This is an optimization exercise on Yosys and OpenROAD, whose aim is small area, a short achievable clock period and few clock cycles, not a production implementation. At most, simulation tests tie the RTL to the original design; equivalence was not proved. Function not checked in runs 1 and 2: the RTL went through the layout flow alone.

==> flow/design.v (outline; a module is shown in full before it is edited, if it fits) <==
// module bmcs_setup: 138 lines
// module bmcs_sqtree: 1127 lines
// module bmcs_bisect: 149 lines
// module bmcs_dstep2: 17 lines
// module bmcs_divide1: 82 lines
// module bmcs_divide2: 85 lines
// module bezier_middle_control_solver: 109 lines
module bezier_middle_control_solver (
   input  logic                  clock,
   input  logic                  reset,
   input  logic                  req_tvalid,
   output logic                  req_tready,
   input  logic [REQ_DATA_W-1:0] req_tdata,
   output logic                  rsp_tvalid,
   input  logic                  rsp_tready,
   output logic [RSP_DATA_W-1:0] rsp_tdata
);
  // ...
==> flow/flow/run.sh <==
#!/bin/bash
# Standard layout with a tighter setup target for timing repair.
set -e
echo "export SETUP_SLACK_MARGIN = 9" >> config.mk
bash standard.sh > standard.log 2>&1
==> flow/standard.sh <==
#!/bin/bash
# synth_recipe.tcl (not shown) runs the flow's synth.tcl, then flattens the netlist and writes it again
# the make line also repeats each setting of config.mk as NAME=value (left out here)
make -C /OpenROAD-flow-scripts/flow DESIGN_CONFIG=/design/flow/config.mk WORK_HOME=/design/flow/orfs CLKGATE_MAP_FILE= SYNTH_SCRIPT=/design/flow/synth_recipe.tcl "${@:-finish}"
==> flow/config.mk <==
export PLATFORM = sky130hd
export DESIGN_NAME = bezier_middle_control_solver
export DESIGN_NICKNAME = bezier_middle_control_solver
export VERILOG_FILES = /design/flow/design.v
export SDC_FILE = /design/flow/constraint.sdc
export NUM_CORES = 8
export LEC_CHECK = 0
export CAP_MARGIN = 40
export CORE_MARGIN = 2
export CORE_UTILIZATION = 60
export SLEW_MARGIN = 40
export SETUP_SLACK_MARGIN = 9
==> flow/constraint.sdc <==
create_clock -name core_clock -period 15.0 [get_ports {clock}]
set_input_delay 3.0000 -clock core_clock [delete_from_list [all_inputs] [get_ports {clock}]]
set_output_delay 3.0000 -clock core_clock [all_outputs]
set_load 0.01 [all_outputs]
==> metrics.log, run 1 <==
INFO  metric outcome = complete, no violations
INFO  metric most_frequent_standard_cell_in_the_layout_excluding_fill_and_tap_cells = inv_1
INFO  metric grt_max_degree = 125
INFO  metric slew_violations = 0
INFO  metric setup_violations = 0
INFO  metric post_synth_top_area_share = 15.22%
INFO  metric totalNegativeSetupSlack = 0 ns
INFO  metric ys.flop_type = dfxtp_1
INFO  metric initial_core_util = 60.19%
INFO  metric global_route.usage.met3 = 18.34%
INFO  metric cp.depth = 20
INFO  metric final_hold_viol_count = 0
INFO  metric mappedNetlistArea = 187400 um^2
INFO  metric final_cell_mix = inv_1 (2122), nand2_1 (1858), a21oi_1 (1683)
INFO  metric synth.cells.most_frequent = inv_1 (2129), nand2_1 (1870), a21oi_1 (1733)
INFO  metric well_tap_count = 4140
INFO  metric drt-pass1-iter-count = 10
INFO  metric hold-path-cell-count = 0
INFO  metric r2r.worst_path.cells = 20
INFO  metric dr.max_layer_used = met5
INFO  metric crit_path_max_fanout = 15
INFO  metric worst_r2r_endpoint = u_bisect.c2r[71]
INFO  metric layout.area.top_class = multi-input combinational cells
INFO  metric worst_hold_path_type = reg -> reg
INFO  metric postSynthRegisterBits = 1994
INFO  metric register_bank_with_the_most_flops = u_bisect.c1r
INFO  metric worstHoldStart = u_divide1.t[13]
INFO  metric detailroute.wirelength.met2 = 306.9 mm
INFO  metric timing.critical_path.slowest_cell_delay = 0.54 ns
INFO  metric timing.rr.start = u_bisect.c0r[110]
==> module bmcs_bisect, before the edit <==
module bmcs_bisect (
   input  logic                    clock,
   input  logic                    reset,
   input  logic                    s_full,
   output logic                    s_take,
   input  logic [64:0]             i_uu,
   input  logic signed [65:0]      i_g,
   input  logic signed [ACC_W-1:0] i_c1,
   input  logic signed [68:0]      i_c2,
   input  logic [32:0]             i_dpx,
   input  logic [32:0]             i_dpy,
   input  logic [32:0]             i_spx,
   input  logic [32:0]             i_spy,
   input  logic [36:0]             i_nqx,
   input  logic [36:0]             i_nqy,
   input  logic                    i_z0,
   input  logic                    v_idle,
   output logic                    h_valid,
   output logic [64:0]             h_nx,
   output logic [64:0]             h_ny,
   output logic [31:0]             h_d,
   output logic [T_W-1:0]          h_t,
   output logic                    h_exact,
   output logic                    h_zt
);
   logic         busy, waiting, exact, zt, z0, zcr;
   logic [3:0]   rnd;
   logic [15:2]  t0;
   logic [110:0] c0r;
   logic [113:0] c1r;
   logic [108:0] c2r;
   logic [100:0] c3r;
   logic [62:0]  nx0, ny0, nx1, ny1;
   logic [59:0]  sx2, sy2;
   logic [28:0]  d0;
   logic [29:0]  d1;
   wire [3:0] j      = 4'd14 - rnd;
   wire last         = (rnd == 4'd13);
   wire frozen       = exact || zt || waiting;
   wire sn           = !c0r[110];        
   wire en           = !frozen && !zcr && !z0;
   wire hit          = !frozen && zcr;   
   wire hit0         = !frozen && !zcr && z0;   
   assign h_valid = busy && (last || waiting) && v_idle;
   assign s_take  = s_full && (!busy || h_valid);
   logic [116:0] C0, C1, C2, C3, X1, X2, X3, c0n, c1n, c2n;
   assign C0 = {c0r, 6'd0};
   assign C1 = {c1r[113], c1r, 2'd0};
   assign C2 = {{4{c2r[108]}}, c2r, 4'd0};
   assign C3 = {10'd0, c3r, 6'd0};
   assign X1 = {c1r[113] ^ sn, c1r ^ {114{sn}}, 2'd0};
   assign X2 = {{4{c2r[108] ^ sn}}, c2r ^ {109{sn}}, 4'd0};
   assign X3 = {{10{sn}}, c3r ^ {101{sn}}, 6'd0};
   logic [116:0] O1, O4, s1, y1, S0, Y0;
   assign O1 = C0 | (117'(sn) << 2) | 117'(sn);
   assign O4 = C3 ^ {117{sn}};
   assign s1 = O1 ^ X1 ^ C2;
   assign y1 = ((O1 & X1) | (O1 & C2) | (X1 & C2)) << 1;
   assign S0 = s1 ^ y1 ^ O4;
   assign Y0 = ((s1 & y1) | (s1 & O4) | (y1 & O4)) << 1;
   assign c0n = S0 + Y0;
   wire zcn = ((S0 ^ Y0) == ((S0 | Y0) << 1));
   assign c1n = C1 + (X2 << 1) + (C3 << 1) + C3 + (117'(sn) << 5);
   assign c2n = C2 + (X3 << 1) + X3 + (117'(sn) << 7) + (117'(sn) << 6);
   logic [64:0] NX0, NX1, NY0, NY1, SX2, SY2, nx0n, ny0n, nx1n, ny1n;
   assign NX0 = {nx0, 2'd0};
   assign NY0 = {ny0, 2'd0};
   assign NX1 = {nx1, 2'd0};
   assign NY1 = {ny1, 2'd0};
   assign SX2 = {{3{sx2[59]}}, sx2, 2'd0};
   assign SY2 = {{3{sy2[59]}}, sy2, 2'd0};
   assign nx0n = NX0 + ((NX1 ^ {65{sn}}) & {65{en}}) + (~SX2 & {65{en}})
               + 65'(en && sn) + 65'(en);
   assign ny0n = NY0 + ((NY1 ^ {65{sn}}) & {65{en}}) + (~SY2 & {65{en}})
               + 65'(en && sn) + 65'(en);
   assign nx1n = {NX1[64], NX1[64:1]} + (SX2 ^ {65{!sn}}) + 65'(!sn);
   assign ny1n = {NY1[64], NY1[64:1]} + (SY2 ^ {65{!sn}}) + 65'(!sn);
   logic [33:0] D0, D1, P2, d0n, d1n;
   assign D0  = {2'd0, d0, 3'd0};
   assign D1  = {d1[29], d1, 3'd0};
   assign P2  = 34'd2 << (2 * j);
   assign d0n = D0 + ((D1 ^ {34{sn}}) & {34{en}}) + 34'(en && sn) + ((~P2) & {34{en}})
              + 34'(en);
   assign d1n = {D1[33], D1[33:1]} + (sn ? P2 : ~P2) + 34'(!sn);
   logic [15:2] t0n;
   always_comb begin
      t0n = t0;
      if ((en && !sn) || hit) t0n[j + 1] = 1'b1;
   end
   wire exn = exact || hit;
   wire ztn = zt || hit0;
   assign h_nx    = nx0n;
   assign h_ny    = ny0n;
   assign h_d     = d0n[31:0];
   assign h_t     = ztn ? '0 : {1'b0, t0n, !exn, 1'b0};
   assign h_exact = exn || ztn;
   assign h_zt    = ztn;
   always_ff @(posedge clock) begin
      if (reset) begin
         busy <= 1'b0;
      end else if (s_take) begin
         busy <= 1'b1;
      end else if (h_valid) begin
         busy <= 1'b0;
      end
   end
   always_ff @(posedge clock) begin
      if (s_take) begin
         rnd     <= '0;
         waiting <= 1'b0;
         exact   <= 1'b0;
         zt      <= 1'b0;
         z0      <= i_z0;
         zcr     <= (i_g == '0);
         t0      <= '0;
         c0r     <= {{6{i_g[65]}}, i_g, 39'd0};
         c1r     <= {{3{i_c1[ACC_W-1]}}, i_c1, 40'd0};
         c2r     <= {{2{i_c2[68]}}, i_c2, 38'd0};
         c3r     <= {i_uu, 36'd0};
         nx0     <= {i_nqx, 26'd0};
         ny0     <= {i_nqy, 26'd0};
         nx1     <= {{2{i_dpx[32]}}, i_dpx, 28'd0};
         ny1     <= {{2{i_dpy[32]}}, i_dpy, 28'd0};
         sx2     <= {i_spx[32], i_spx, 26'd0};
         sy2     <= {i_spy[32], i_spy, 26'd0};
         d0      <= 29'h1000_0000;
         d1      <= '0;
      end else begin
         if (!waiting) rnd <= rnd + 4'd1;
         if (last) waiting <= 1'b1;
         exact <= exn;
         zt    <= ztn;
         t0    <= t0n;
         c0r   <= c0n[116:6];
         zcr   <= zcn;
         c1r   <= c1n[116:3];
         c2r   <= c2n[114:6];
         c3r   <= {3'd0, c3r[100:3]};
         nx0   <= nx0n[64:2];
         ny0   <= ny0n[64:2];
         nx1   <= nx1n[64:2];
         ny1   <= ny1n[64:2];
         sx2   <= {{2{sx2[59]}}, sx2[59:2]};
         sy2   <= {{2{sy2[59]}}, sy2[59:2]};
         d0    <= d0n[31:3];
         d1    <= d1n[32:3];
      end
   end
endmodule
==> module bmcs_divide1, before the edit <==
module bmcs_divide1 (
   input  logic           clock,
   input  logic           reset,
   input  logic           h_valid,
   input  logic [64:0]    h_nx,
   input  logic [64:0]    h_ny,
   input  logic [31:0]    h_d,
   input  logic [T_W-1:0] h_t,
   input  logic           h_exact,
   input  logic           h_zt,
   output logic           v_idle,
   input  logic           w_idle,
   output logic           w_valid,
   output logic [33:0]    w_rx,
   output logic [33:0]    w_ry,
   output logic [33:0]    w_sx,
   output logic [33:0]    w_sy,
   output logic [28:0]    w_dv,
   output logic [33:0]    w_d3,
   output logic [T_W+5:0] w_flags
);
   logic        busy;
   logic [3:0]  cnt;
   logic [33:0] rx, ry, sx, sy, d3;
   logic        negx, negy, ovfx, ovfy;
   logic [28:0] dv;
   logic [T_W-1:0] t;
   logic        exact, zt;
   wire first = (cnt == 4'd0);
   wire last  = (cnt == 4'd9);
   assign v_idle  = !busy;
   assign w_valid = busy && last && w_idle;
   wire [33:0] Dv = {2'd0, dv, 3'd0};
   logic [33:0] rx2, ry2;
   logic [1:0]  qx, qy;
   bmcs_dstep2 u_sx (.r(rx), .b1(sx[33]), .b2(sx[32]), .d(Dv), .d3(d3), .r2(rx2), .q(qx));
   bmcs_dstep2 u_sy (.r(ry), .b1(sy[33]), .b2(sy[32]), .d(Dv), .d3(d3), .r2(ry2), .q(qy));
   wire [33:0] ox = rx + (Dv ^ {34{!rx[33]}}) + 34'(!rx[33]);
   wire [33:0] oy = ry + (Dv ^ {34{!ry[33]}}) + 34'(!ry[33]);
   assign w_rx    = rx2;
   assign w_ry    = ry2;
   assign w_sx    = {sx[31:0], qx};
   assign w_sy    = {sy[31:0], qy};
   assign w_dv    = dv;
   assign w_d3    = d3;
   assign w_flags = {negx, negy, ovfx, ovfy, exact, zt, t};
   always_ff @(posedge clock) begin
      if (reset) begin
         busy <= 1'b0;
      end else if (h_valid) begin
         busy <= 1'b1;
      end else if (w_valid) begin
         busy <= 1'b0;
      end
   end
   always_ff @(posedge clock) begin
      if (h_valid) begin
         cnt   <= '0;
         rx    <= {{2{h_nx[64]}}, h_nx[64:33]};
         ry    <= {{2{h_ny[64]}}, h_ny[64:33]};
         sx    <= {h_nx[32:0], 1'b0};
         sy    <= {h_ny[32:0], 1'b0};
         negx  <= h_nx[64];
         negy  <= h_ny[64];
         dv    <= h_d[31:3];
         t     <= h_t;
         exact <= h_exact;
         zt    <= h_zt;
      end else if (busy && first) begin
         cnt  <= 4'd1;
         d3   <= Dv + {Dv[32:0], 1'b0};
         ovfx <= (ox[33] == rx[33]);
         ovfy <= (oy[33] == ry[33]);
      end else if (busy && !last) begin
         cnt <= cnt + 4'd1;
         rx  <= rx2;
         ry  <= ry2;
         sx  <= w_sx;
         sy  <= w_sy;
      end
   end
endmodule
==> run 2, diff against run 1 <==
--- a/flow/design.v
+++ b/flow/design.v
@@ -1298,5 +1298,5 @@
    output logic                    h_zt
 );
-   logic         busy, waiting, exact, zt, z0, zcr;
+   logic         busy, waiting, exact, zt, z0, zcr, enr, mx, px;
    logic [3:0]   rnd;
    logic [15:2]  t0;
@@ -1313,5 +1313,4 @@
    wire frozen       = exact || zt || waiting;
    wire sn           = !c0r[110];        
-   wire en           = !frozen && !zcr && !z0;
    wire hit          = !frozen && zcr;   
    wire hit0         = !frozen && !zcr && z0;   
@@ -1344,24 +1343,25 @@
    assign SX2 = {{3{sx2[59]}}, sx2, 2'd0};
    assign SY2 = {{3{sy2[59]}}, sy2, 2'd0};
-   assign nx0n = NX0 + ((NX1 ^ {65{sn}}) & {65{en}}) + (~SX2 & {65{en}})
-               + 65'(en && sn) + 65'(en);
-   assign ny0n = NY0 + ((NY1 ^ {65{sn}}) & {65{en}}) + (~SY2 & {65{en}})
-               + 65'(en && sn) + 65'(en);
-   assign nx1n = {NX1[64], NX1[64:1]} + (SX2 ^ {65{!sn}}) + 65'(!sn);
-   assign ny1n = {NY1[64], NY1[64:1]} + (SY2 ^ {65{!sn}}) + 65'(!sn);
+   assign nx0n = NX0 + ((NX1 & {65{px}}) | (~NX1 & {65{mx}})) + (~SX2 & {65{enr}})
+               + {63'd0, mx, px};
+   assign ny0n = NY0 + ((NY1 & {65{px}}) | (~NY1 & {65{mx}})) + (~SY2 & {65{enr}})
+               + {63'd0, mx, px};
+   assign nx1n = {NX1[64], NX1[64:1]} + ((SX2 & {65{mx}}) | (~SX2 & {65{px}})) + 65'(px);
+   assign ny1n = {NY1[64], NY1[64:1]} + ((SY2 & {65{mx}}) | (~SY2 & {65{px}})) + 65'(px);
    logic [33:0] D0, D1, P2, d0n, d1n;
    assign D0  = {2'd0, d0, 3'd0};
    assign D1  = {d1[29], d1, 3'd0};
    assign P2  = 34'd2 << (2 * j);
-   assign d0n = D0 + ((D1 ^ {34{sn}}) & {34{en}}) + 34'(en && sn) + ((~P2) & {34{en}})
-              + 34'(en);
-   assign d1n = {D1[33], D1[33:1]} + (sn ? P2 : ~P2) + 34'(!sn);
+   assign d0n = D0 + ((D1 & {34{px}}) | (~D1 & {34{mx}})) + ((~P2) & {34{enr}})
+              + {32'd0, mx, px};
+   assign d1n = {D1[33], D1[33:1]} + ((P2 & {34{mx}}) | (~P2 & {34{px}})) + 34'(px);
    logic [15:2] t0n;
    always_comb begin
       t0n = t0;
-      if ((en && !sn) || hit) t0n[j + 1] = 1'b1;
+      if (px || hit) t0n[j + 1] = 1'b1;
    end
    wire exn = exact || hit;
    wire ztn = zt || hit0;
+   wire enn = !(exn || ztn || waiting || last) && !zcn && !z0;
    assign h_nx    = nx0n;
    assign h_ny    = ny0n;
@@ -1387,4 +1387,7 @@
          z0      <= i_z0;
          zcr     <= (i_g == '0);
+         enr     <= (i_g != '0) && !i_z0;
+         mx      <= (i_g != '0) && !i_z0 && !i_g[65];
+         px      <= (i_g != '0) && !i_z0 && i_g[65];
          t0      <= '0;
          c0r     <= {{6{i_g[65]}}, i_g, 39'd0};
@@ -1408,4 +1411,7 @@
          c0r   <= c0n[116:6];
          zcr   <= zcn;
+         enr   <= enn;
+         mx    <= enn && !c0n[116];
+         px    <= enn && c0n[116];
          c1r   <= c1n[116:3];
          c2r   <= c2n[114:6];
@@ -1474,8 +1480,8 @@
    logic [33:0] rx2, ry2;
    logic [1:0]  qx, qy;
-   bmcs_dstep2 u_sx (.r(rx), .b1(sx[33]), .b2(sx[32]), .d(Dv), .d3(d3), .r2(rx2), .q(qx));
-   bmcs_dstep2 u_sy (.r(ry), .b1(sy[33]), .b2(sy[32]), .d(Dv), .d3(d3), .r2(ry2), .q(qy));
-   wire [33:0] ox = rx + (Dv ^ {34{!rx[33]}}) + 34'(!rx[33]);
-   wire [33:0] oy = ry + (Dv ^ {34{!ry[33]}}) + 34'(!ry[33]);
+   bmcs_dstep2 u_sx (.r(first ? {rx[33], rx[33:1]} : rx), .b1(first ? rx[0] : sx[33]),
+                     .b2(sx[32]), .d(Dv), .d3(d3), .r2(rx2), .q(qx));
+   bmcs_dstep2 u_sy (.r(first ? {ry[33], ry[33:1]} : ry), .b1(first ? ry[0] : sy[33]),
+                     .b2(sy[32]), .d(Dv), .d3(d3), .r2(ry2), .q(qy));
    assign w_rx    = rx2;
    assign w_ry    = ry2;
@@ -1510,6 +1516,6 @@
          cnt  <= 4'd1;
          d3   <= Dv + {Dv[32:0], 1'b0};
-         ovfx <= (ox[33] == rx[33]);
-         ovfy <= (oy[33] == ry[33]);
+         ovfx <= (qx[1] != rx[33]);
+         ovfy <= (qy[1] != ry[33]);
       end else if (busy && !last) begin
          cnt <= cnt + 4'd1;
==> flow/flow/run.sh (replaced) <==
#!/bin/bash
# Standard layout with a tighter setup target for timing repair.
set -e
echo "export SETUP_SLACK_MARGIN = 10" >> config.mk
bash standard.sh > standard.log 2>&1
--- a/flow/config.mk
+++ b/flow/config.mk
@@ -10,3 +10,3 @@
 export CORE_UTILIZATION = 60
 export SLEW_MARGIN = 40
-export SETUP_SLACK_MARGIN = 9
+export SETUP_SLACK_MARGIN = 10
==> run 2 against run 1 <==
Compared with the run above: non-clock buffer count grew 948; clock-buffer cell count is 24 lower; routed wire length down 10%.
==> metrics.log, run 2 <==
INFO  metric setup_violations = 0 (unchanged)
INFO  metric worstHoldStart = u_divide1.t[1]
INFO  metric worstMarginPinSlew = 0.9845 ns
INFO  metric place.detailed.hpwl = 490.2 mm
INFO  metric clk_root_buffer_cell = clkbuf_16
INFO  metric cts.sinks = 1997
INFO  metric ys.flop_type = dfxtp_1
INFO  metric clockBufferDepth = 4
INFO  metric totalNegativeSetupSlack = 0 ns (unchanged)
INFO  metric vias = 170734
INFO  metric skew = 0.06698 ns
INFO  metric detailedRoute.firstIterationViolations = 22333
INFO  metric buffer_ports.inserted = 278
INFO  metric multi_input_comb_area = 141000 um^2
INFO  metric overflow = 0
INFO  metric hold-path-cell-count = 0 (unchanged)
INFO  metric yosys-top-cells-area = edfxtp_1 (15%), ha_1 (12%), fa_1 (12%)
INFO  metric r2r_setup_slack = 8.75 ns
INFO  metric globalplace.congestion = 1.045
INFO  metric cpLargestDelayFamily = compound AO/OA/AOI/OAI gates
INFO  metric grt_max_degree = 177 (+42%)
INFO  metric final_cell_mix = inv_1 (1742), nand2_1 (1738), nor2_1 (1425)
INFO  metric grt.met2_usage = 60.97%
INFO  metric groute.layer.met1.usage = 60.84%
INFO  metric vertical_extent_of_the_die = 558.1 um
INFO  metric postSynthRegisterBits = 1997 (+0.15%)
INFO  metric number_of_buffers_inserted_by_hold_repair_at_cts = 0
INFO  metric detail-route-antenna-nets = 0
INFO  metric outcome = complete, no violations
INFO  metric crit_arrival = 6.92 ns
INFO  metric vias_per_cell = 6.539
INFO  metric worst_hold_path.endpoint = u_divide2.t[1]
INFO  metric wire_length_of_the_first_global_routing_pass = 1009 mm
INFO  metric largest_register_ffs = 114
INFO  metric mappedNetlistArea = 184200 um^2 (-1.7%)
INFO  metric final_hold_viol_count = 0 (unchanged)
INFO  metric timing.critical_path.slowest_cell_delay = 0.49 ns (-0.05 ns)
INFO  metric core_region_area = 305600 um^2
INFO  metric cts_inserted_buffers = 229
INFO  metric cts.reportedPaths.clkPinSlew = 0.06 ns
INFO  metric number_of_antenna_violations_at_the_first_check_in_global_routing = 35
INFO  metric post_synth_top_area_share = 15.49% (+0.26 points)
INFO  metric drv_cap = 0
INFO  metric drt-pass1-iter-count = 9 (-1)
INFO  metric core.rowCount = 203
INFO  metric worst_hold_slack = 0.4166 ns
INFO  metric critical_path.startpoint_type = flip-flop
INFO  metric layout.area.seq = 49540 um^2
INFO  metric global_route.usage.met3 = 11.71% (-6.6 points)
INFO  metric final.min_clock_period = 6.247 ns
INFO  metric synthToLayoutAreaGrowth = 24.73%
INFO  metric worst_hold_path_type = reg -> reg
INFO  metric worst_r2r_endpoint = u_setup.r4[68]
INFO  metric data_required_time_at_the_worst_endpoint = 15.67 ns
INFO  metric reg.largest.list = u_bisect.c1r x114, u_bisect.c0r x111, u_bisect.c2r x109
INFO  metric endpoint_kind = flip-flop
INFO  metric h-tree-depth = 4
INFO  metric die-width = 558.1 um
INFO  metric top_level_ports = 286
INFO  metric initial_core_util = 60.29% (+0.099 points)
INFO  metric timing.rr.start = u_setup.cnt[1]
INFO  metric tritoncts = yes
INFO  metric most_frequent_standard_cell_in_the_layout_excluding_fill_and_tap_cells = inv_1
INFO  metric critPathKind = reg -> reg
INFO  metric avgSynthCellArea = 8.813 um^2
INFO  metric yosysSeqAreaShare = 26.87%
INFO  metric register_bank_with_the_most_flops = u_bisect.c1r
INFO  metric clock_latency = 0.97 ns
INFO  metric fin_crit_sh = 41.65%
INFO  metric critPathLaunch = u_setup.cnt[1]
INFO  metric globalRouteTotalUtil = 42.74%
INFO  metric final_layout_size_suffix_gt1_share = 20.62%
INFO  metric number_of_global_route_vias_before_repair = 158869
INFO  metric synth_async_sr_flop_share = 0%
INFO  metric synthMostInstantiatedCell = nand2_1
INFO  metric synth_warnings = 4
INFO  metric routed_wl = 718.1 mm
INFO  metric finish.net_count = 24810
INFO  metric worst-path-buf-inv = 8
INFO  metric die_area = 311500 um^2
INFO  metric r2r.worst_path.cells = 25 (+25%)
INFO  metric synth-edff-count = 950
INFO  metric routedWlPerCell = 27.50 um
INFO  metric critPathSlowestCell = fa_1
INFO  metric ys_types = 105
INFO  metric grt_setup_unrepaired = true
INFO  metric worst_slew_margin_rel = 33.90%
INFO  metric detail_route.drc_violations = 0
INFO  metric synth_area_leader_cell = edfxtp_1
INFO  metric synth_cells = 20901
INFO  metric synth.cells.most_frequent = nand2_1 (1848), inv_1 (1840), ha_1 (1744)
INFO  metric nFillCells = 21395
INFO  metric slew_violations = 0 (unchanged)
INFO  metric top_usage_layer = met2
INFO  metric crit_path_max_fanout = 6 (-9)
INFO  metric fmaxAchievable = 160.1 MHz
-- run 2: cell types whose count changed after synthesis, sizes merged, moves of 47 or more --
cell / delta
a21o: +88
nor2: +55
fa: -84
xor2: -95
o21ai: +236
inv: -288
xnor2: -47
mux2: +62
nand2b: -121
-- run 2: worst max path at each step --
stage | to | slack [ns] | cells past startpoint
after floorplan | u_setup.r1[59] | 9.21 | 29
after global placement | u_setup.op[8] | 7.24 | 28
after detailed placement | u_setup.op[7] | 7.15 | 28
after CTS | u_setup.op[26] | 8.81 | 30
after global routing | u_setup.op[13] | 8.60 | 30
final | u_setup.r4[68] | 8.75 | 25
-- run 2: what timing repair did --
item | in CTS | in global routing
gates cloned | 103 | 27
endpoints found under the setup margin | 1403 | 961
gates resized for setup | 2142 | 1516
pin swaps | 707 | 882
setup buffers | 701 | 415
-- run 2: final cells by class --
| type | instances | share of cell area, % |
|---|---|---|
| Multi-Input combinational cell | 16017 | 61.36 |
| Sequential cell | 1997 | 21.56 |
| Timing Repair Buffer | 1697 | 8.327 |
| Inverter | 1846 | 3.062 |
| Clock buffer | 277 | 2.634 |
| Tap cell | 4100 | 2.233 |
| Clock inverter | 155 | 0.7880 |
| Timing Repair inverter | 4 | 0.01960 |
| Antenna cell | 16 | 0.01743 |
-- run 2: logic make-up (layout without fill, tap and decap cells) --
logic type      Yosys count  count (layout)  share of synthesized area [%]
compound gates         5364            5366                          18.29
xor+xnor               1796            1796                          8.554
fa+ha+maj              2822            2822                          23.56
buf+inv                2903            3979                          5.988
flops                  1997            1997                          26.87
mux                     432             432                          2.553
other cells               1              23                       0.002036
simple gates           5586            5594                          14.19
-- run 2: per-stage QoR --
step	cells	area, um^2	worst slack [ns]	utilization (%)
5_1_grt	26097	229700	8.600	75.18
3_5_place_dp	24414	191700	7.151	62.73
6_report	26109	229800	8.753	75.19
3_3_place_gp	24410	191200	7.240	62.59
4_1_cts	25650	218200	8.812	71.42
2_1_floorplan	20907	186800	9.213	-
-- run 2: metal layers --
metal,wire length [um],vias up
met5,489,-
met4,37900,38
met3,97430,2129
met2,295800,11081
met1,286400,82958
li1,-,74528
==> module bmcs_setup, before the edit <==
module bmcs_setup (
   input  logic                    clock,
   input  logic                    reset,
   input  logic                    req_tvalid,
   output logic                    req_tready,
   input  logic [REQ_DATA_W-1:0]   req_tdata,
   input  logic                    take,
   output logic                    full,
   output logic [64:0]             o_uu,
   output logic signed [65:0]      o_g,
   output logic signed [ACC_W-1:0] o_c1,
   output logic signed [68:0]      o_c2,
   output logic [32:0]             o_dpx,
   output logic [32:0]             o_dpy,
   output logic [32:0]             o_spx,
   output logic [32:0]             o_spy,
   output logic [36:0]             o_nqx,
   output logic [36:0]             o_nqy,
   output logic                    o_z0
);
   logic        busy;
   logic [3:0]  cnt;
   logic signed [32:0] a0x, a0y, a2x, a2y;
   logic signed [36:0] aqx, aqy;
   logic [31:0] op;
   logic        ope;
   logic [64:0] r1;
   logic signed [65:0] r2;
   logic signed [ACC_W-1:0] r3;
   logic signed [68:0] r4;
   logic        z0;
   assign req_tready = !busy && !full;
   wire accept = req_tvalid && req_tready;
   wire yc = cnt[0];
   logic signed [37:0] da, db, dsum;
   logic dsub;
   always_comb begin
      dsub = 1'b1;
      unique case (cnt[3:1])
         3'd0: begin da = yc ? a2y : a2x; db = yc ? a0y : a0x; end
         3'd1: begin da = yc ? a2y : a2x; db = yc ? aqy : aqx; end
         3'd2: begin da = yc ? a0y : a0x; db = yc ? aqy : aqx; end
         3'd3: begin da = yc ? a0y : a0x; db = yc ? a2y : a2x; dsub = 1'b0; end
         3'd4: begin da = (yc ? a0y : a0x) <<< 1; db = yc ? a2y : a2x; end
         default: begin da = (yc ? aqy : aqx) <<< 4; db = (yc ? a2y : a2x) <<< 2; end
      endcase
      dsum = dsub ? da - db : da + db;
   end
   wire sq_en = (cnt >= 4'd1) && (cnt <= 4'd6);
   logic [63:0] sqs_n, sqc_n;
   logic [ACC_W-1:0] sqs, sqc, xv, sum, ps, pc;
   bmcs_sqtree u_sq (
      .x (op & {32{sq_en}}),
      .e (ope & sq_en),
      .s (sqs_n),
      .c (sqc_n)
   );
   always_comb begin
      unique case (cnt)
         4'd8:    begin ps = ACC_W'(r2) << 1; pc = ~r3; end
         4'd9:    begin ps = r3 << 4;         pc = ~(ACC_W'(r1) << 2); end
         4'd10:   begin ps = ACC_W'(r2) << 2; pc = ACC_W'(r2) << 1; end
         default: begin ps = ACC_W'(sqs_n);   pc = ACC_W'(sqc_n); end
      endcase
      unique case (cnt)
         4'd3:          xv = ACC_W'(r1);
         4'd5, 4'd6:    xv = ACC_W'(r2);
         4'd7:          xv = r3;
         4'd9, 4'd10:   xv = ACC_W'(1);
         default:       xv = '0;
      endcase
   end
   assign sum = sqs + sqc + xv;
   always_ff @(posedge clock) begin
      if (reset) begin
         busy <= 1'b0;
         full <= 1'b0;
         cnt  <= '0;
      end else begin
         if (accept) begin
            busy <= 1'b1;
            cnt  <= '0;
         end else if (busy) begin
            cnt <= cnt + 4'd1;
            if (cnt == 4'd11) begin
               busy <= 1'b0;
               full <= 1'b1;
            end
         end
         if (take) full <= 1'b0;
      end
   end
   always_ff @(posedge clock) begin
      if (accept) begin
         a0x <= {req_tdata[0*32+31], req_tdata[0*32 +: 32]};
         a0y <= {req_tdata[1*32+31], req_tdata[1*32 +: 32]};
         a2x <= {req_tdata[2*32+31], req_tdata[2*32 +: 32]};
         a2y <= {req_tdata[3*32+31], req_tdata[3*32 +: 32]};
         aqx <= {{5{req_tdata[4*32+31]}}, req_tdata[4*32 +: 32]};
         aqy <= {{5{req_tdata[5*32+31]}}, req_tdata[5*32 +: 32]};
      end else if (busy) begin
         unique case (cnt)
            4'd6:  a2x <= dsum[32:0];
            4'd7:  a2y <= dsum[32:0];
            4'd8:  a0x <= dsum[32:0];
            4'd9:  a0y <= dsum[32:0];
            4'd10: aqx <= dsum[36:0];
            4'd11: aqy <= dsum[36:0];
            default: ;
         endcase
      end
      sqs <= ps;
      sqc <= pc;
      if (busy) begin
         op  <= dsum[31:0] ^ {32{dsum[37]}};
         ope <= dsum[37];
         if (cnt == 4'd1) z0 <= (a0x == aqx[32:0]) && (a0y == aqy[32:0]);
         unique case (cnt)
            4'd2, 4'd3:        r1 <= sum[64:0];
            4'd4, 4'd5, 4'd9:  r2 <= sum[65:0];
            4'd6, 4'd7, 4'd10: r3 <= sum;
            4'd11:             r4 <= sum[68:0];
            default: ;
         endcase
      end
   end
   assign o_uu  = r1;
   assign o_g   = r2;
   assign o_c1  = r3;
   assign o_c2  = r4;
   assign o_dpx = a0x;
   assign o_dpy = a0y;
   assign o_spx = a2x;
   assign o_spy = a2y;
   assign o_nqx = aqx;
   assign o_nqy = aqy;
   assign o_z0  = z0;
endmodule
==> run 3, diff against run 2 <==
--- a/flow/design.v
+++ b/flow/design.v
@@ -31,6 +31,5 @@
    logic signed [32:0] a0x, a0y, a2x, a2y;
    logic signed [36:0] aqx, aqy;
-   logic [31:0] op;
-   logic        ope;
+   logic [32:0] op;
    logic [64:0] r1;
    logic signed [65:0] r2;
@@ -59,6 +58,6 @@
    logic [ACC_W-1:0] sqs, sqc, xv, sum, ps, pc;
    bmcs_sqtree u_sq (
-      .x (op & {32{sq_en}}),
-      .e (ope & sq_en),
+      .x ((op[31:0] ^ {32{op[32]}}) & {32{sq_en}}),
+      .e (op[32] & sq_en),
       .s (sqs_n),
       .c (sqc_n)
@@ -121,6 +120,5 @@
       sqc <= pc;
       if (busy) begin
-         op  <= dsum[31:0] ^ {32{dsum[37]}};
-         ope <= dsum[37];
+         op  <= dsum[32:0];
          if (cnt == 4'd1) z0 <= (a0x == aqx[32:0]) && (a0y == aqy[32:0]);
          unique case (cnt)
@@ -1334,5 +1332,10 @@
    assign c0n = S0 + Y0;
    wire zcn = ((S0 ^ Y0) == ((S0 | Y0) << 1));
-   assign c1n = C1 + (X2 << 1) + (C3 << 1) + C3 + (117'(sn) << 5);
+   logic [116:0] s3, y3, S3, Y3;
+   assign s3  = C1 ^ (C3 << 1) ^ C3;
+   assign y3  = ((C1 & (C3 << 1)) | (C1 & C3) | ((C3 << 1) & C3)) << 1;
+   assign S3  = s3 ^ (y3 | (117'(sn) << 5)) ^ (X2 << 1);
+   assign Y3  = ((s3 & (y3 | (117'(sn) << 5))) | (s3 & (X2 << 1)) | ((y3 | (117'(sn) << 5)) & (X2 << 1))) << 1;
+   assign c1n = S3 + Y3;
    assign c2n = C2 + (X3 << 1) + X3 + (117'(sn) << 7) + (117'(sn) << 6);
    logic [64:0] NX0, NX1, NY0, NY1, SX2, SY2, nx0n, ny0n, nx1n, ny1n;
==> flow/flow/run.sh (replaced) <==
#!/bin/bash
# Standard layout with a tighter setup target for timing repair.
set -e
echo "export SETUP_SLACK_MARGIN = 9" >> config.mk
bash standard.sh > standard.log 2>&1
--- a/flow/config.mk
+++ b/flow/config.mk
@@ -10,3 +10,3 @@
 export CORE_UTILIZATION = 60
 export SLEW_MARGIN = 40
-export SETUP_SLACK_MARGIN = 10
+export SETUP_SLACK_MARGIN = 9
==> run 3 against run 2 <==
Compared with the run above: still clean on timing, DRC and antenna; setup slack gained 0.050 ns; clock skew grew 0.060 ns; fmax grew 0.80%; sequential share of layout area grew 3.0 points; clock-buffer cell count grew 3; routed wire length shrank 7.3%; via count shrank 5.2%; critical path depth shrank 9; cell count shrank 4.4%; synthesized cell count is essentially flat; non-clock buffer count shrank 1141; final area shrank 12%; largest cell class unchanged.
==> metrics.log, run 3 <==
INFO  metric reg.largest.list = u_bisect.c1r x114, u_bisect.c0r x111, u_bisect.c2r x109
INFO  metric mappedNetlistArea = 184300 um^2 (about the same)
INFO  metric r2r.worst_path.cells = 16 (-36%)
INFO  metric yosysSeqAreaShare = 26.85% (about the same)
INFO  metric endpoint_kind = flip-flop
INFO  metric critPathKind = reg -> reg
INFO  metric slew_violations = 0 (unchanged)
INFO  metric drt-pass1-iter-count = 8 (-1)
INFO  metric totalNegativeSetupSlack = 0 ns (unchanged)
INFO  metric cts_inserted_buffers = 230 (+0.44%)
INFO  metric largest_register_ffs = 114 (unchanged)
INFO  metric buffer_ports.inserted = 278 (unchanged)
INFO  metric layout.cells.non_filler = 24968 (-4.4%)
INFO  metric worstHoldStart = u_divide1.t[14]
INFO  metric routedWlPerCell = 26.67 um (-3.0%)
INFO  metric critical_path.startpoint_type = flip-flop
INFO  metric top_level_ports = 286 (unchanged)
INFO  metric fmaxAchievable = 161.4 MHz (+0.80%)
INFO  metric synthMostInstantiatedCell = nand2_1
INFO  metric detail-route-antenna-nets = 0 (unchanged)
INFO  metric synth_async_sr_flop_share = 0% (unchanged)
INFO  metric clk_root_buffer_cell = clkbuf_16
INFO  metric synth_warnings = 4 (unchanged)
INFO  metric placement.cell_area = 190600 um^2 (-0.54%)
INFO  metric clock_latency = 0.99 ns (+0.02 ns)
INFO  metric final.min_clock_period = 6.197 ns (-0.04964 ns)
INFO  metric postSynthRegisterBits = 1997 (unchanged)
INFO  metric final_cell_area = 201200 um^2 (-12%)
INFO  metric core_region_area = 305800 um^2 (about the same)
INFO  metric r2r_setup_slack = 8.80 ns (+0.05 ns)
INFO  metric data_required_time_at_the_worst_endpoint = 15.65 ns (-0.02 ns)
INFO  metric tritoncts = yes
INFO  metric globalRouteTotalUtil = 41.53% (-1.2 points)
INFO  metric outcome = complete, no violations
INFO  metric worst_r2r_endpoint = u_setup.r4[60]
INFO  metric number_of_antenna_violations_at_the_first_check_in_global_routing = 41 (+17%)
INFO  metric finish.net_count = 23763 (-4.2%)
INFO  metric most_frequent_standard_cell_in_the_layout_excluding_fill_and_tap_cells = nand2_1
INFO  metric post_synth_top_area_share = 15.48% (about the same)
INFO  metric worst_hold_path_type = reg -> reg
INFO  metric synth-edff-count = 950 (unchanged)
INFO  metric initial_core_util = 60.27% (about the same)
INFO  metric wire_length_of_the_first_global_routing_pass = 976.6 mm (-3.2%)
INFO  metric synth.cells.most_frequent = nand2_1 (2045), nor2_1 (1940), ha_1 (1836)
INFO  metric synthToLayoutAreaGrowth = 9.149%
INFO  metric vias = 161807 (-5.2%)
INFO  metric detail_route.drc_violations = 0 (unchanged)
INFO  metric yosys-top-cells-area = edfxtp_1 (15%), ha_1 (12%), fa_1 (12%)
INFO  metric register_bank_with_the_most_flops = u_bisect.c1r
INFO  metric synth_cells = 20897 (-0.019%)
INFO  metric grt_max_degree = 151 (-15%)
INFO  metric worst_slew_margin_rel = 31.14% (-2.8 points)
INFO  metric globalplace.congestion = 1.046 (about the same)
INFO  metric detailedRoute.firstIterationViolations = 21163 (-5.2%)
INFO  metric worst_hold_slack = 0.4200 ns (+0.003436 ns)
INFO  metric fin_crit_sh = 41.31% (-0.33 points)
INFO  metric pre_cts_slack = 6.690 ns (-0.4611 ns)
INFO  metric cts.sinks = 1997 (unchanged)
INFO  metric ys_types = 117 (+11%)
INFO  metric routed_wl = 665.9 mm (-7.3%)
INFO  metric synth_area_leader_cell = edfxtp_1
INFO  metric timing.rr.start = u_setup.cnt[0]
INFO  metric crit_arrival = 6.84 ns (-0.08 ns)
INFO  metric grt_setup_unrepaired = true
INFO  metric fin_util = 65.79% (-9.4 points)
INFO  metric setup_slack = 8.803 ns (+0.04964 ns)
INFO  metric die_area = 311700 um^2 (about the same)
INFO  metric die-width = 558.3 um (about the same)
INFO  metric vertical_extent_of_the_die = 558.3 um (about the same)
INFO  metric number_of_buffers_inserted_by_hold_repair_at_cts = 0 (unchanged)
INFO  metric overflow = 0 (unchanged)
INFO  metric worstMarginPinSlew = 1.029 ns (+0.04484 ns)
INFO  metric final_layout_size_suffix_gt1_share = 6.058% (-15 points)
INFO  metric final_cell_mix = nand2_1 (2025), nor2_1 (1912), ha_1 (1824)
INFO  metric avgSynthCellArea = 8.821 um^2 (about the same)
INFO  metric place.detailed.hpwl = 521.6 mm (+6.4%)
INFO  metric final_hold_viol_count = 0 (unchanged)
INFO  metric setup_violations = 0 (unchanged)
INFO  metric drv_cap = 0 (unchanged)
INFO  metric nFillCells = 26009 (+22%)
INFO  metric cts.reportedPaths.clkPinSlew = 0.07 ns (about the same)
INFO  metric vias_per_cell = 6.481 (-0.90%)
INFO  metric h-tree-depth = 4 (unchanged)
INFO  metric crit_path_max_fanout = 65 (+59)
INFO  metric clockBufferDepth = 4 (unchanged)
INFO  metric hold-path-cell-count = 0 (unchanged)
INFO  metric ys.flop_type = dfxtp_1
INFO  metric worst_hold_path.endpoint = u_divide2.t[14]
INFO  metric core.rowCount = 203 (unchanged)
INFO  metric number_of_global_route_vias_before_repair = 151043 (-4.9%)
INFO  metric skew = 0.1269 ns (+0.05995 ns)
INFO  metric place_inst = 24451 (+0.15%)
## run 3: changes by cell type after synthesis, sizes merged, moves of 33 or more
cell | previous run | this run
inv | 1844 | 1488
nor2 | 1557 | 1942
a21oi | 1688 | 1774
nand4 | 260 | 306
nand2b | 155 | 122
xor2 | 779 | 704
ha | 1744 | 1836
a21o | 958 | 904
and3 | 541 | 155
nand2 | 1849 | 2045
## run 3: logic make-up after synthesis
logic type	count (synthesis)	synth area share, %
other	1	0.002034
AO/OA/AOI/OAI	5514	18.89
buffers and inverters	2534	5.240
XOR/XNOR	1746	8.300
adder cells (fa/ha/maj)	2914	24.17
multiplexers	441	2.576
flip-flops	1997	26.85
AND/OR/NAND/NOR	5750	13.97
## run 3: worst max-delay path by stage
stage                        start               to  slack [ns]  cells after the start
CTS                 u_setup.cnt[1]   u_setup.r3[69]        8.99                     23
detailed placement  u_setup.cnt[3]   u_setup.r3[63]        6.69                     22
global placement    u_setup.cnt[3]   u_setup.r1[63]        6.66                     22
floorplan           u_setup.cnt[0]  u_setup.sqc[32]        8.98                     25
global route        u_setup.cnt[0]  u_setup.aqy[31]        8.86                     26
finish              u_setup.cnt[0]   u_setup.r4[60]        8.80                     16
## run 3: final cells by class
cell class	count	area (um^2)	area share, %
clock buffer	280	6105	3.034
tap	4100	5130	2.550
inverter	1494	5677	2.822
timing repair buffer	556	5791	2.878
multi-input combinational	16374	127100	63.18
antenna	19	47.55	0.02363
sequential	1997	49510	24.61
clock inverter	148	1808	0.8987
## run 3: repair_timing
action / CTS / global route
endpoints found under the setup margin: 850 / 401
pin swaps: 7 / 37
buffers inserted: 14 / 37
gates cloned: 8 / 8
resized for setup: 144 / 184
## run 3: routing by layer
| layer | GRT usage (%) | vias up | routed length (um) |
|---|---|---|---|
| met1 | 60.80 | 78343 | 283100 |
| met2 | 57.26 | 9439 | 263200 |
| met3 | 12.15 | 1453 | 89860 |
| met4 | 15.25 | 41 | 28920 |
| met5 | 1.868 | - | 821 |
| li1 | - | 72531 | - |
## run 3: worst max-delay path, cell delays in order (launching register included)
cell	delay, ns
dfxtp_4	0.42
buf_4	0.17
ha_1	0.24
and2_2	0.20
buf_12	0.18
a222oi_1	0.46
inv_1	0.09
fa_1	0.47
ha_1	0.55
a21oi_1	0.64
o21bai_1	0.11
a21oi_1	0.53
nand2_1	0.09
o21ai_0	0.43
a21o_1	0.40
o21ai_0	0.17
a211oi_1	0.60
Testbench counts of run 3, summed over its fixed seeds: cycles 5,648.
==> run 4, diff against run 3 <==
--- a/flow/config.mk
+++ b/flow/config.mk
@@ -9,4 +9,5 @@
 export CORE_MARGIN = 2
 export CORE_UTILIZATION = 60
+export CTS_BUF_LIST = sky130_fd_sc_hd__clkbuf_8
 export SLEW_MARGIN = 40
 export SETUP_SLACK_MARGIN = 9
==> run 4 against run 3 <==
Compared with the run above: utilization is 0.14 points lower; non-clock buffer count up 9; still clean; routed wire length rose by 0.33%; die area did not move; worst hold slack worse by 0.0022 ns; clock-buffer cell count up 126; cell count up 1.0%; synthesized cell count is the same.
==> metrics.log, run 4 <==
INFO  metric crit_arrival = 7.00 ns (+0.16 ns)
INFO  metric synth.cells.most_frequent = nand2_1 (2045), nor2_1 (1940), ha_1 (1836)
INFO  metric top_level_ports = 286 (unchanged)
INFO  metric largest_register_ffs = 114 (unchanged)
INFO  metric timing.rr.start = u_setup.cnt[1]
INFO  metric ys_types = 117 (unchanged)
INFO  metric tritoncts = yes
INFO  metric avgSynthCellArea = 8.821 um^2 (unchanged)
INFO  metric synth_warnings = 4 (unchanged)
INFO  metric die_area = 311700 um^2 (unchanged)
INFO  metric number_of_global_route_vias_before_repair = 152143 (+0.73%)
INFO  metric skew = 0.1502 ns (+0.02325 ns)
INFO  metric top_usage_layer = met1
INFO  metric worstHoldStart = u_divide1.t[1]
INFO  metric cts.reportedPaths.clkPinSlew = 0.08 ns (about the same)
INFO  metric worst_slew_margin_rel = 25.25% (-5.9 points)
INFO  metric place.detailed.hpwl = 521.6 mm (unchanged)
INFO  metric clock_latency = 1.22 ns (+0.23 ns)
INFO  metric nFillCells = 26202 (+0.74%)
INFO  metric register_bank_with_the_most_flops = u_bisect.c1r
INFO  metric worst_hold_path_type = reg -> reg
INFO  metric worst_r2r_endpoint = u_setup.r4[60]
INFO  metric synth_cells = 20897 (unchanged)
INFO  metric hold-path-cell-count = 0 (unchanged)
INFO  metric data_required_time_at_the_worst_endpoint = 15.83 ns (+0.18 ns)
INFO  metric initial_core_util = 60.27% (unchanged)
INFO  metric routed_wl = 668.1 mm (+0.33%)
INFO  metric yosysSeqAreaShare = 26.85% (unchanged)
INFO  metric critical_path.startpoint_type = flip-flop
INFO  metric detail_route.drc_violations = 0 (unchanged)
INFO  metric grt.met2_usage = 57.18% (-0.077 points)
INFO  metric vias = 162563 (+0.47%)
INFO  metric final.min_clock_period = 6.168 ns (-0.02949 ns)
INFO  metric slew_violations = 0 (unchanged)
INFO  metric worst_hold_slack = 0.4178 ns (-0.002190 ns)
INFO  metric detailedRoute.firstIterationViolations = 20386 (-3.7%)
INFO  metric core.rowCount = 203 (unchanged)
INFO  metric critPathKind = reg -> reg
INFO  metric most_frequent_standard_cell_in_the_layout_excluding_fill_and_tap_cells = nand2_1
INFO  metric drt-pass1-iter-count = 9 (+1)
INFO  metric final_hold_viol_count = 0 (unchanged)
INFO  metric worstMarginPinSlew = 1.117 ns (+0.08783 ns)
INFO  metric detail-route-antenna-nets = 0 (unchanged)
INFO  metric grt_setup_unrepaired = true
INFO  metric yosys-top-cells-area = edfxtp_1 (15%), ha_1 (12%), fa_1 (12%)
INFO  metric synthToLayoutAreaGrowth = 8.916%
INFO  metric r2r_setup_slack = 8.83 ns (+0.03 ns)
INFO  metric fmaxAchievable = 162.1 MHz (+0.48%)
INFO  metric wire_length_of_the_first_global_routing_pass = 978.9 mm (+0.23%)
INFO  metric cts.sinks = 1997 (unchanged)
INFO  metric totalNegativeSetupSlack = 0 ns (unchanged)
INFO  metric h-tree-depth = 5 (+1)
INFO  metric layout.area.seq = 49510 um^2 (unchanged)
INFO  metric outcome = complete, no violations
INFO  metric vertical_extent_of_the_die = 558.3 um (unchanged)
INFO  metric multi_input_comb_area = 127100 um^2 (about the same)
INFO  metric grt_max_degree = 151 (unchanged)
INFO  metric post_synth_top_area_share = 15.48% (unchanged)
INFO  metric synth_async_sr_flop_share = 0% (unchanged)
INFO  metric routedWlPerCell = 26.49 um (-0.68%)
INFO  metric final_layout_size_suffix_gt1_share = 6.712% (+0.65 points)
INFO  metric ys.flop_type = dfxtp_1
INFO  metric core_region_area = 305800 um^2 (unchanged)
INFO  metric final_cell_mix = nand2_1 (2025), nor2_1 (1914), ha_1 (1822)
INFO  metric clk_root_buffer_cell = clkbuf_8
INFO  metric die-width = 558.3 um (unchanged)
INFO  metric crit_path_max_fanout = 65 (unchanged)
INFO  metric reg.largest.list = u_bisect.c1r x114, u_bisect.c0r x111, u_bisect.c2r x109
INFO  metric global_route.usage.met3 = 12.87% (+0.72 points)
INFO  metric synth_area_leader_cell = edfxtp_1
INFO  metric synth-edff-count = 950 (unchanged)
INFO  metric groute.layer.met1.usage = 60.40% (-0.40 points)
INFO  metric r2r.worst_path.cells = 16 (unchanged)
INFO  metric finish.net_count = 23902 (+0.58%)
INFO  metric drv_cap = 0 (unchanged)
INFO  metric postSynthRegisterBits = 1997 (unchanged)
INFO  metric globalRouteTotalUtil = 41.61% (+0.079 points)
INFO  metric synthMostInstantiatedCell = nand2_1
INFO  metric overflow = 0 (unchanged)
INFO  metric setup_violations = 0 (unchanged)
INFO  metric worst_hold_path.endpoint = u_divide2.t[1]
INFO  metric number_of_antenna_violations_at_the_first_check_in_global_routing = 45 (+9.8%)
INFO  metric vias_per_cell = 6.445 (-0.54%)
INFO  metric buffer_ports.inserted = 278 (unchanged)
INFO  metric clockBufferDepth = 4 (unchanged)
INFO  metric mappedNetlistArea = 184300 um^2 (unchanged)
INFO  metric globalplace.congestion = 1.046 (unchanged)
INFO  metric cts_inserted_buffers = 360 (+57%)
INFO  metric fin_crit_sh = 41.12% (-0.20 points)
INFO  metric endpoint_kind = flip-flop
-- run 4: cell types whose count changed in the layout (fill, tap and decap cells not counted), sizes merged --
cell / change
inv: +105
buf: +6
diode: +6
bufbuf: +1
clkinvlp: -13
bufinv: -15
clkbuf: +128
clkinv: +36
-- run 4: area by class of cell --
type / count / share of cell area, %
inverters: 1494 / 2.828
repair buffers: 565 / 2.945
well taps: 4100 / 2.555
clock inverters: 261 / 0.8813
multi-input cells: 16374 / 63.31
clock buffers: 406 / 2.783
diodes: 25 / 0.03116
flip-flops and latches: 1997 / 24.66
-- run 4: stage by stage --
step                std cells  instance area, um^2  utilization, %  setup slack, ns
CTS                     25143               199200           65.13            8.957
detailed placement      24451               190600           62.34            6.690
global placement        24445               190300           62.23            6.661
floorplan               20903               184600               -            8.981
global route            25206               200700           65.64            8.894
finish                  25222               200800           65.65            8.832
-- run 4: kinds of logic (layout without fill, tap and decap cells) --
| family | Yosys count | count (layout) | synth area share (%) |
|---|---|---|---|
| AO/OA/AOI/OAI | 5514 | 5515 | 18.89 |
| buffers and inverters | 2534 | 2726 | 5.240 |
| flip-flops | 1997 | 1997 | 26.85 |
| adder cells (fa/ha/maj) | 2914 | 2914 | 24.17 |
| multiplexers | 441 | 441 | 2.576 |
| XOR/XNOR | 1746 | 1746 | 8.300 |
| other | 1 | 32 | 0.002034 |
| AND/OR/NAND/NOR | 5750 | 5751 | 13.97 |
-- run 4: worst max path at each step --
| stage | start | to | slack, ns | cells after the start |
|---|---|---|---|---|
| floorplan | u_setup.cnt[0] | u_setup.sqc[32] | 8.98 | 25 |
| global placement | u_setup.cnt[3] | u_setup.r1[63] | 6.66 | 22 |
| detailed placement | u_setup.cnt[3] | u_setup.r3[63] | 6.69 | 22 |
| CTS | u_setup.cnt[1] | u_setup.r3[69] | 8.96 | 22 |
| global route | u_setup.cnt[1] | u_setup.r3[60] | 8.89 | 16 |
| finish | u_setup.cnt[1] | u_setup.r4[60] | 8.83 | 16 |
-- run 4: layer usage --
| layer | part of all wire (%) | up-vias |
|---|---|---|
| met1 | 42 | 78438 |
| met2 | 39 | 9666 |
| met4 | 4.4 | 52 |
| met3 | 14 | 1545 |
| met5 | 0.17 | - |
| li1 | - | 72862 |
-- run 4: critical path, stage by stage, from the launching register on --
cell,delay (ns)
dfxtp_2,0.36
buf_12,0.19
ha_2,0.21
and2_2,0.19
buf_12,0.17
a222oi_1,0.46
inv_1,0.10
fa_1,0.47
ha_1,0.62
a21oi_1,0.68
o21bai_1,0.11
a21oi_1,0.48
nand2_1,0.08
o21ai_0,0.40
a21o_1,0.40
o21ai_0,0.17
a211oi_1,0.52
-- run 4: repair_timing --
action                                  4_1_cts  5_1_grt
gates cloned                                  9        9
pin swaps                                     8       36
resized for setup                           155      180
hold buffers                                  0        0
buffers inserted                             16       43
endpoints found under the setup margin      849      374
==> run 5, diff against run 4 <==
--- a/flow/config.mk
+++ b/flow/config.mk
@@ -6,8 +6,8 @@
 export NUM_CORES = 8
 export LEC_CHECK = 0
-export CAP_MARGIN = 40
+export CAP_MARGIN = 20
 export CORE_MARGIN = 2
 export CORE_UTILIZATION = 60
 export CTS_BUF_LIST = sky130_fd_sc_hd__clkbuf_8
-export SLEW_MARGIN = 40
+export SLEW_MARGIN = 20
 export SETUP_SLACK_MARGIN = 9
==> run 5 against run 4 <==
Compared with the run above: clock skew down 0.037 ns; sequential share of layout area about the same; non-clock buffer count down 21; still clean on timing, DRC and antenna; via count is 0.16% higher; global-route usage hardly changed; area after synthesis unchanged; final area down 0.19%; critical path type unchanged.
==> metrics.log, run 5 <==
INFO  metric core_region_area = 305800 um^2 (unchanged)
INFO  metric cts_inserted_buffers = 358 (-0.56%)
INFO  metric globalRouteTotalUtil = 41.56% (-0.049 points)
INFO  metric endpoint_kind = flip-flop
INFO  metric worst_slew_margin_rel = 11.41% (-14 points)
INFO  metric postSynthRegisterBits = 1997 (unchanged)
INFO  metric critical_path.startpoint_type = flip-flop
INFO  metric synth.cells.most_frequent = nand2_1 (2045), nor2_1 (1940), ha_1 (1836)
INFO  metric ys.flop_type = dfxtp_1
INFO  metric totalNegativeSetupSlack = 0 ns (unchanged)
INFO  metric skew = 0.1135 ns (-0.03664 ns)
INFO  metric wire_length_of_the_first_global_routing_pass = 978.1 mm (about the same)
INFO  metric crit_path_max_fanout = 65 (unchanged)
INFO  metric finish.net_count = 23879 (-0.096%)
INFO  metric worstMarginPinSlew = 1.324 ns (+0.2068 ns)
INFO  metric fin_crit_sh = 41.26% (+0.14 points)
INFO  metric vias_per_cell = 6.460 (+0.23%)
INFO  metric synth_warnings = 4 (unchanged)
INFO  metric most_frequent_standard_cell_in_the_layout_excluding_fill_and_tap_cells = nand2_1
INFO  metric synth_cells = 20897 (unchanged)
INFO  metric critPathKind = reg -> reg
INFO  metric worst_hold_path_type = reg -> reg
INFO  metric final_cell_area = 200400 um^2 (-0.19%)
INFO  metric place.detailed.hpwl = 521.4 mm (about the same)
INFO  metric initial_core_util = 60.27% (unchanged)
INFO  metric die-width = 558.3 um (unchanged)
INFO  metric largest_register_ffs = 114 (unchanged)
INFO  metric routed_wl = 668.6 mm (about the same)
INFO  metric clock_latency = 1.13 ns (-0.09 ns)
INFO  metric outcome = complete, no violations
INFO  metric register_bank_with_the_most_flops = u_bisect.c1r
INFO  metric data_required_time_at_the_worst_endpoint = 15.81 ns (-0.02 ns)
INFO  metric synthMostInstantiatedCell = nand2_1
INFO  metric number_of_antenna_violations_at_the_first_check_in_global_routing = 43 (-4.4%)
INFO  metric core.rowCount = 203 (unchanged)
INFO  metric grt_setup_unrepaired = true
INFO  metric routedWlPerCell = 26.53 um (+0.15%)
INFO  metric detailedRoute.firstIterationViolations = 21648 (+6.2%)
INFO  metric globalplace.congestion = 1.046 (unchanged)
INFO  metric yosysSeqAreaShare = 26.85% (unchanged)
INFO  metric detail_route.drc_violations = 0 (unchanged)
INFO  metric crit_arrival = 7.00 ns (about the same)
INFO  metric placement.cell_area = 190300 um^2 (-0.16%)
INFO  metric overflow = 0 (unchanged)
INFO  metric h-tree-depth = 5 (unchanged)
INFO  metric fmaxAchievable = 161.6 MHz (-0.33%)
INFO  metric drv_cap = 0 (unchanged)
INFO  metric setup_violations = 0 (unchanged)
INFO  metric yosys-top-cells-area = edfxtp_1 (15%), ha_1 (12%), fa_1 (12%)
INFO  metric final.min_clock_period = 6.188 ns (+0.02067 ns)
INFO  metric final_cell_mix = nand2_1 (2027), nor2_1 (1923), ha_1 (1827)
INFO  metric cts.reportedPaths.clkPinSlew = 0.06 ns (-0.02 ns)
INFO  metric synth_area_leader_cell = edfxtp_1
INFO  metric vertical_extent_of_the_die = 558.3 um (unchanged)
INFO  metric r2r.worst_path.cells = 16 (unchanged)
INFO  metric clockBufferDepth = 4 (unchanged)
INFO  metric drt-pass1-iter-count = 12 (+3)
INFO  metric number_of_global_route_vias_before_repair = 152043 (-0.066%)
INFO  metric die_area = 311700 um^2 (unchanged)
INFO  metric synth-edff-count = 950 (unchanged)
INFO  metric slew_violations = 0 (unchanged)
INFO  metric hold-path-cell-count = 2 (+2)
INFO  metric final_layout_size_suffix_gt1_share = 6.449% (-0.26 points)
INFO  metric ys_types = 117 (unchanged)
INFO  metric final_hold_viol_count = 0 (unchanged)
INFO  metric top_level_ports = 286 (unchanged)
INFO  metric post_synth_top_area_share = 15.48% (unchanged)
INFO  metric tritoncts = yes
INFO  metric avgSynthCellArea = 8.821 um^2 (unchanged)
INFO  metric cts.sinks = 1997 (unchanged)
INFO  metric synth_async_sr_flop_share = 0% (unchanged)
INFO  metric synthToLayoutAreaGrowth = 8.704%
INFO  metric clk_root_buffer_cell = clkbuf_8
INFO  metric grt_max_degree = 151 (unchanged)
INFO  metric detail-route-antenna-nets = 0 (unchanged)
INFO  metric buffer_ports.inserted = 278 (unchanged)
INFO  metric vias = 162822 (+0.16%)
INFO  metric mappedNetlistArea = 184300 um^2 (unchanged)
INFO  metric reg.largest.list = u_bisect.c1r x114, u_bisect.c0r x111, u_bisect.c2r x109
## run 5: routing by layer
| layer | track usage [%] | wire (um) | vias up | part of all wire (%) |
|---|---|---|---|---|
| li1 | - | - | 72794 | - |
| met1 | 60.99 | 284800 | 78875 | 43 |
| met2 | 57.46 | 264800 | 9678 | 40 |
| met3 | 11.99 | 90610 | 1445 | 14 |
| met4 | 14.88 | 27750 | 30 | 4.1 |
| met5 | 1.605 | 652 | - | 0.098 |
## run 5: area by class of cell
cell class	count	area [um^2]
fill	26164	105400
sequential	1997	49510
multi-input combinational	16374	126900
tap	4100	5130
timing repair buffer	544	5632
clock buffer	408	5615
clock inverter	256	1841
inverter	1494	5677
antenna	32	80.08
## run 5: kinds of logic (layout without fill, tap and decap cells)
kind of cell | count (synthesis) | in the layout | share of synthesized area [%]
AOI/OAI and AO/OA | 5514 | 5515 | 18.89
xor gates and xnor gates | 1746 | 1746 | 8.300
adders and majority gates | 2914 | 2914 | 24.17
buffers and inverters | 2534 | 2702 | 5.240
DFF | 1997 | 1997 | 26.85
muxes | 441 | 441 | 2.576
other | 1 | 39 | 0.002034
and+or+nand+nor | 5750 | 5751 | 13.97
## run 5: final timing paths
kind                     from               end  slack (ns)
max            u_setup.cnt[1]    u_setup.r1[60]        8.81
min          u_bisect.sy2[43]  u_bisect.sy2[41]        0.40
max reg2reg    u_setup.cnt[1]    u_setup.r1[60]        8.81
min reg2reg  u_bisect.sy2[43]  u_bisect.sy2[41]        0.40
## run 5: through the flow
step / worst slack, ns / utilization [%] / instances / hold slack [ns]
CTS: 8.983 / 65.04 / 25132 / 0.3989
floorplan: 8.981 / - / 20903 / 0.4003
global placement: 6.661 / 62.23 / 24445 / 0.4019
global route: 8.956 / 65.50 / 25179 / 0.4092
detailed placement: 6.703 / 62.24 / 24445 / 0.4045
finish: 8.812 / 65.52 / 25205 / 0.4023
## run 5: timing repair
action | in CTS | in global routing
resized for setup | 154 | 178
endpoints found under the setup margin | 862 | 439
pin swaps | 9 | 34
gates cloned | 6 | 11
hold buffers | 0 | 0
buffers inserted | 17 | 29
## run 5: worst max-delay path, cell delays in order, from the launching register on
cell and delay, ns:
dfxtp_1 0.35, buf_8 0.21, ha_1 0.26, and2_2 0.21
buf_12 0.17, a222oi_1 0.44, inv_1 0.10, fa_1 0.47
ha_1 0.52, a21oi_1 0.70, o21bai_1 0.13, a21oi_1 0.52
nand2_1 0.10, o21ai_0 0.39, a21o_1 0.43, o21ai_0 0.18
a211oi_1 0.53

==> static timing again, ports no longer ideal <==
No port has a modelled driver above. Below, the same layouts with a new extraction and two added sets of constraints.
Step 1 sets driving cells, clkbuf_16 on the clock port and buf_2 on the other inputs (assumed; they add their load-dependent delay and slew).
Step 2 times the ports against the registers' clock, not the clock port: input delays grow and output delays shrink by t, the midpoint of the rising clock arrivals with the driver on.
a / b / c = ideal ports / drivers / drivers and shift; a / b = the first two.
| run | t, ns | setup slack, ns | hold WS [ns] | worst setup path after step 2 | latest minus earliest clock arrival (ns) |
|---|---|---|---|---|---|
| run 1 | 1.089 | 8.960 / 8.960 / 8.960 | 0.425 / 0.425 / 0.425 | register to register | 0.108 / 0.109 |
| run 2 | 1.058 | 8.753 / 8.753 / 8.753 | 0.417 / 0.417 / 0.417 | register to register | 0.069 / 0.068 |
| run 3 | 1.042 | 8.803 / 8.803 / 8.803 | 0.420 / 0.420 / 0.420 | register to register | 0.127 / 0.127 |
| run 4 | 1.246 | 8.832 / 8.832 / 8.832 | 0.418 / 0.418 / 0.418 | register to register | 0.168 / 0.169 |
| run 5 | 1.192 | 8.812 / 8.812 / 8.812 | 0.402 / 0.402 / 0.402 | register to register | 0.125 / 0.125 |
After both steps every run listed still meets setup and hold.
